From an optimization exercise on the open Yosys and OpenROAD flow, aimed at small area; shortcuts taken in it are not production practice.
The RTL was checked by simulation tests, not by an equivalence proof against the original design.
Power and IR drop assume default switching activity.

**design/flow/run.sh**
```bash
#!/bin/bash
# synth_recipe.tcl (not shown) runs the flow's synth.tcl, then flattens the netlist and writes it again
# the make line also repeats each setting of config.mk as NAME=value (left out here)
make -C /OpenROAD-flow-scripts/flow DESIGN_CONFIG=/design/flow/config.mk WORK_HOME=/design/flow/orfs CLKGATE_MAP_FILE= SYNTH_SCRIPT=/design/flow/synth_recipe.tcl finish
```
**design/flow/design.v**
```verilog
module fft_byte_avg #(
   parameter int W = 16
) (
   input  logic [W-1:0] a,
   input  logic [W-1:0] b,
   output logic [W-1:0] y
);
   localparam int H = W / 2;
   logic [H:0] sum_hi;
   logic [H:0] sum_lo;
   always_comb begin
      sum_hi = {1'b0, a[W-1:H]} + {1'b0, b[W-1:H]};
      sum_lo = {1'b0, a[H-1:0]} + {1'b0, b[H-1:0]};
      y      = {sum_hi[H:1], sum_lo[H:1]};
   end
endmodule
module fft_scheduler #(
   parameter int TIMEOUT = 255
) (
   input  logic          i_clk,
   input  logic          i_rst_n,
   input  logic          i_trigger,
   input  logic [1023:0] i_frame,
   output logic          o_fft_start,
   output logic [255:0]  o_fft_in,
   input  logic [255:0]  i_fft_out,
   input  logic          i_fft_valid,
   output logic [255:0]  o_freqs,
   output logic          o_done,
   output logic          o_busy,
   output logic [3:0]    o_timeout,
   output logic          o_overrun
);
   localparam int N_REQ      = 4;
   localparam int N_PTS      = 16;
   localparam int W          = 16;
   localparam int N_OUT_BINS = N_PTS / 2;
   localparam int FW         = N_PTS * W;
   localparam int CW         = $clog2(TIMEOUT + 1);
   localparam logic [1:0] SLOT_PROC_L = 2'd0;
   localparam logic [1:0] SLOT_PROC_R = 2'd1;
   localparam logic [1:0] SLOT_RAW_L  = 2'd2;
   localparam logic [1:0] SLOT_RAW_R  = 2'd3;
   localparam logic [1:0] SLOT_LAST   = SLOT_RAW_R;
   localparam logic [2:0] IDLE  = 3'd0;
   localparam logic [2:0] START = 3'd1;
   localparam logic [2:0] WAIT  = 3'd2;
   localparam logic [2:0] STORE = 3'd3;
   localparam logic [2:0] AVG   = 3'd4;
   localparam logic [2:0] DONE  = 3'd5;
   logic [2:0]              state;
   logic [2:0]              state_next;
   logic                    trig_prev;
   logic                    trig_edge;
   logic [1:0]              slot;
   logic [CW-1:0]           wait_cnt;
   logic [CW:0]             wait_nxt;
   logic                    timeout_hit;
   logic [N_REQ*FW-1:0]     snapshot;
   logic [N_REQ*FW-1:0]     spec_buf;
   logic [N_OUT_BINS*W-1:0] avg01;
   logic [N_OUT_BINS*W-1:0] avg23;
   logic [2*N_OUT_BINS*W-1:0] freqs;
   logic [N_REQ-1:0]        timeout_flags;
   logic                    overrun;
   assign trig_edge   = i_trigger & ~trig_prev;
   assign wait_nxt    = {1'b0, wait_cnt} + 1'b1;
   assign timeout_hit = (wait_nxt == (CW+1)'(TIMEOUT));
   always_ff @(posedge i_clk or negedge i_rst_n) begin
      if (!i_rst_n) state <= IDLE;
      else          state <= state_next;
   end
   always_comb begin
      state_next = state;
      case (state)
         IDLE:    if (trig_edge) state_next = START;
         START:   state_next = WAIT;
         WAIT:    if (i_fft_valid || timeout_hit) state_next = STORE;
         STORE:   state_next = (slot == SLOT_LAST) ? AVG : START;
         AVG:     state_next = DONE;
         DONE:    state_next = IDLE;
         default: state_next = IDLE;
      endcase
   end
   always_comb begin
      o_fft_start = (state == START);
      o_done      = (state == DONE);
      o_busy      = (state != IDLE);
   end
   always_ff @(posedge i_clk or negedge i_rst_n) begin
      if (!i_rst_n) begin
         trig_prev     <= 1'b0;
         overrun       <= 1'b0;
         slot          <= SLOT_PROC_L;
         wait_cnt      <= '0;
         snapshot      <= '0;
         spec_buf      <= '0;
         timeout_flags <= '0;
         freqs         <= '0;
      end else begin
         trig_prev <= i_trigger;
         overrun   <= trig_edge && (state != IDLE);
         case (state)
            IDLE: if (trig_edge) begin
               snapshot      <= i_frame;
               slot          <= SLOT_PROC_L;
               timeout_flags <= '0;
            end
            START: wait_cnt <= '0;
            WAIT: begin
               wait_cnt <= wait_nxt[CW-1:0];
               if (i_fft_valid) begin
                  spec_buf[slot*FW +: FW] <= i_fft_out;
               end else if (timeout_hit) begin
                  spec_buf[slot*FW +: FW] <= '0;
                  timeout_flags[slot]     <= 1'b1;
               end
            end
            STORE: if (slot != SLOT_LAST) slot <= slot + 1'b1;
            AVG:   freqs <= {avg23, avg01};
            default: ;
         endcase
      end
   end
   for (genvar k = 0; k < N_OUT_BINS; k++) begin : g_bin
      fft_byte_avg #(.W(W)) u_avg01 (
         .a (spec_buf[SLOT_PROC_L*FW + k*W +: W]),
         .b (spec_buf[SLOT_PROC_R*FW + k*W +: W]),
         .y (avg01[k*W +: W])
      );
      fft_byte_avg #(.W(W)) u_avg23 (
         .a (spec_buf[SLOT_RAW_L*FW + k*W +: W]),
         .b (spec_buf[SLOT_RAW_R*FW + k*W +: W]),
         .y (avg23[k*W +: W])
      );
   end
   assign o_fft_in  = snapshot[slot*FW +: FW];
   assign o_freqs   = freqs;
   assign o_timeout = timeout_flags;
   assign o_overrun = overrun;
endmodule
```
**design/flow/constraint.sdc**
```tcl
create_clock -name core_clock -period 7.0 [get_ports {i_clk}]
set_input_delay 1.4000 -clock core_clock [delete_from_list [all_inputs] [get_ports {i_clk}]]
set_output_delay 1.4000 -clock core_clock [all_outputs]
set_load 0.01 [all_outputs]
```
**design/flow/config.mk**
```make
export PLATFORM = sky130hd
export DESIGN_NAME = fft_scheduler
export DESIGN_NICKNAME = fft_scheduler
export VERILOG_FILES = /design/flow/design.v
export SDC_FILE = /design/flow/constraint.sdc
export NUM_CORES = 4
export LEC_CHECK = 0
export CAP_MARGIN = 20
export CORE_AREA = 10 10 670 670
export DIE_AREA = 0 0 680 680
export SLEW_MARGIN = 20
```
==> out/results.ini <==
[power_and_ir_drop]
p_leak_nw = 52.6
peakVddDrop_v = 0.000374
power_density_nw_per_um2 = 470
total_power_mw = 55.6

[run_status]
status = complete, no violations

[global_route]
grt_pass1_wl_mm = 628
groute.usage.overall = 0.191
antenna_found_initial = 189
grt_pass1_vias = 74700
grt_max_degree = 248
grt.overflow.total = 0

[logic_synthesis]
yosysTopAreaCellShare = 0.514
synthCells = 9368
synth_top_area_cell = dfrtp_1
synth_flop_cell = dfrtp_1
synth_cell_types = 50
netlist_top_cells_area = dfrtp_1 (51%), nand2_1 (16%), mux4_2 (6.5%)
synthesis.area_um2 = 88200
synth_fp_nets = 10900
yosys_register_bits = 1811
post_synth.cell_area_avg_um2 = 9.41
yosysSeqAreaShare = 0.514
yosys_warnings = 2
synth_edf_count = 0
async_flop_share = 1.00

[setup_path]
crit_path_start_kind = register
cp-startpoint = slot[0]
crit_slowest_cell = dfrtp_4
worstReg2RegStart = slot[0]
crit_required_ns = 5.60
cp_data_arrival_time_ns = 4.19
crit_buf_inv = 2
cp_max_fo = 65
cpLargestDelayFamily = buffers and inverters
slowest_delay_ns = 0.98
path_cells = buf_12 > mux4_2 > clkdlybuf4s50_1
endpoint_kind = output port
path_class = reg -> out

[timing]
tightest_slew_ns = 1.29
period_minus_slack_ns = 5.59
fin_crit_sh = 0.799
finClkSkew_ns = 0.103
clock.fmax_ghz = 0.179
tns_ns = 0
rsz0062_at_grt = no
setup_violations = 0
hold_violations = 0
relSlewSlack = 0.141
slew_violations = 0

[layout]
finish.utilization = 0.273
areaGrowthSynthToFinish_pct = 34.2
fin_nets = 12200
drive_above_1_share = 0.0758

[place]
place_congestion = 0.974
dpl.hpwl_mm = 365
numPortBuffers = 1675

[die]
ioPinCount = 1804
die_w_um = 680
core_area_um2 = 434000
die_y_um = 680
start_util = 0.203
rows = 242
die-area_um2 = 462000

[cts]
cts_hold_buf = 0
clock-sinks = 1811
cts_buffer_depth = 4
clkTransAtPathRegs_ns = 0.06
clock-root-buffer = clkbuf_16
cts_buffers = 221
htree_num_levels = 4
postCtsSetupBuffers = 0
cts_resized = 0
clk_latency_ns = 0.95
cts_tree = built

[route]
vias = 77500
drtAntennaViolNets = 0
viasPerCell = 4.63
avgRoutedWirePerCell_um = 27.7
drt-initial-drc-count = 7874
drtPass1Iterations = 7
routed_wirelength_mm = 464
drc = 0

[hold_path]
hold_class = in -> async

[job]
max_cap_viol_count = 0

-- final timing paths --
kind | endpoint | slack [ns] | cells past startpoint
worst max-delay path | o_fft_in[248] | 1.41 | 3
worst min-delay path | freqs[43] | 0.40 | 1
worst max register to register | spec_buf[519] | 2.53 | 9
worst min register to register | snapshot[698] | 0.47 | 2
max in group asynchronous | snapshot[598] | 4.69 | 3
min in group core_clock | snapshot[698] | 0.47 | 2
-- through the flow --
stage,hold slack (ns),setup slack [ns],cells,instance area [um2]
after floorplan,0.440,3.81,9368,88200
after CTS,0.340,1.27,16600,118000
after global routing,0.378,1.27,16700,118000
final,0.400,1.41,16700,118000
after global placement,0.452,2.27,16200,110000
after detailed placement,0.457,2.29,16200,110000
-- registers in the layout, indices dropped and copies added, names as in the netlist --
register	count
freqs	256
overrun	1
slot	2
snapshot	1024
spec_buf	512
state	3
timeout_flags	4
trig_prev	1
wait_cnt	8
-- logic make-up after synthesis --
logic type,after synthesis,share of synthesized area
AND/OR/NAND/NOR,4399,0.200
XOR/XNOR,101,0.0100
AO/OA/AOI/OAI,1710,0.128
flip-flops,1811,0.514
adder cells (fa/ha/maj),266,0.0405
multiplexers,256,0.0654
buffers and inverters,825,0.0423
-- synth_stat cells, types with 64 or more instances --
master    instances
o21ai_0         236
a22oi_1         510
a31oi_1         514
buf_2           340
dfrtp_1        1811
a21oi_1         186
nand2_1        3826
a21o_1           64
clkbuf_1        343
xor2_1           65
mux4_2          256
ha_1            234
nor3_1           66
inv_1            66
nor2_1          194
-- metal layers --
layer | share of wire | vias up | GRT usage
met3 | 0.082 | 896 | 0.0561
li1 | - | 34800 | -
met2 | 0.47 | 3244 | 0.313
met1 | 0.36 | 38400 | 0.210
met5 | 0.0016 | - | 0
met4 | 0.087 | 110 | 0.141
-- layout by cell type, fill, tap and decap left out, types with 66 or more instances in the layout --
cell type,synthesis,routed
clkbuf_16,0,223
buf_4,7,106
ha_1,234,234
a22oi_1,510,510
a31oi_1,514,514
o21ai_0,236,236
nor2_1,194,194
a21oi_1,186,186
diode_2,0,172
nand2_1,3826,3821
inv_1,66,66
dfrtp_1,1811,1809
clkdlybuf4s50_1,0,1667
mux4_2,256,256
-- area by class of cell --
| type | instances | area (um2) |
|---|---|---|
| Timing Repair Buffer | 1816 | 18300 |
| Tap cell | 5734 | 7170 |
| Inverter | 66 | 248 |
| Clock inverter | 96 | 1330 |
| Fill cell | 46300 | 316000 |
| Clock buffer | 307 | 6390 |
| Multi-Input combinational cell | 6732 | 39200 |
| Sequential cell | 1811 | 45300 |
| Antenna cell | 172 | 430 |
-- where the power goes --
group / total [mW] / internal, mW / switching, mW
Clock: 12.4 / 7.28 / 5.08
Sequential: 18.7 / 15.0 / 3.72
Combinational: 24.6 / 9.83 / 14.7

[separate check: timing with driven ports]
The flow's constraints put no driver on any port. The routed layout listed below was extracted and timed again, unchanged, in two steps.
Step 1: set_driving_cell puts a clkbuf_16 on i_clk and a buf_2 on each other input, an assumption about the parent block.
Step 2 moves the port delays by t, midway between the first and last clock arrival at a register: inputs arrive t later, outputs are due t later. That takes back most of the time a late clock gives input paths.
Three values: no drivers, after step 1, after step 2; two values: the first two.
shift t [ns]: 0.989
setup WS [ns]: 1.410 / 1.313 / 2.302
worst setup path after step 2: register to output
worst slew at a driven data input, ns: 0.46
pins driven straight from the clock port: 1
After both steps setup and hold are still met in this run. The setup slack of this run moves by -0.097 ns with the drivers and by +0.892 ns with both steps.
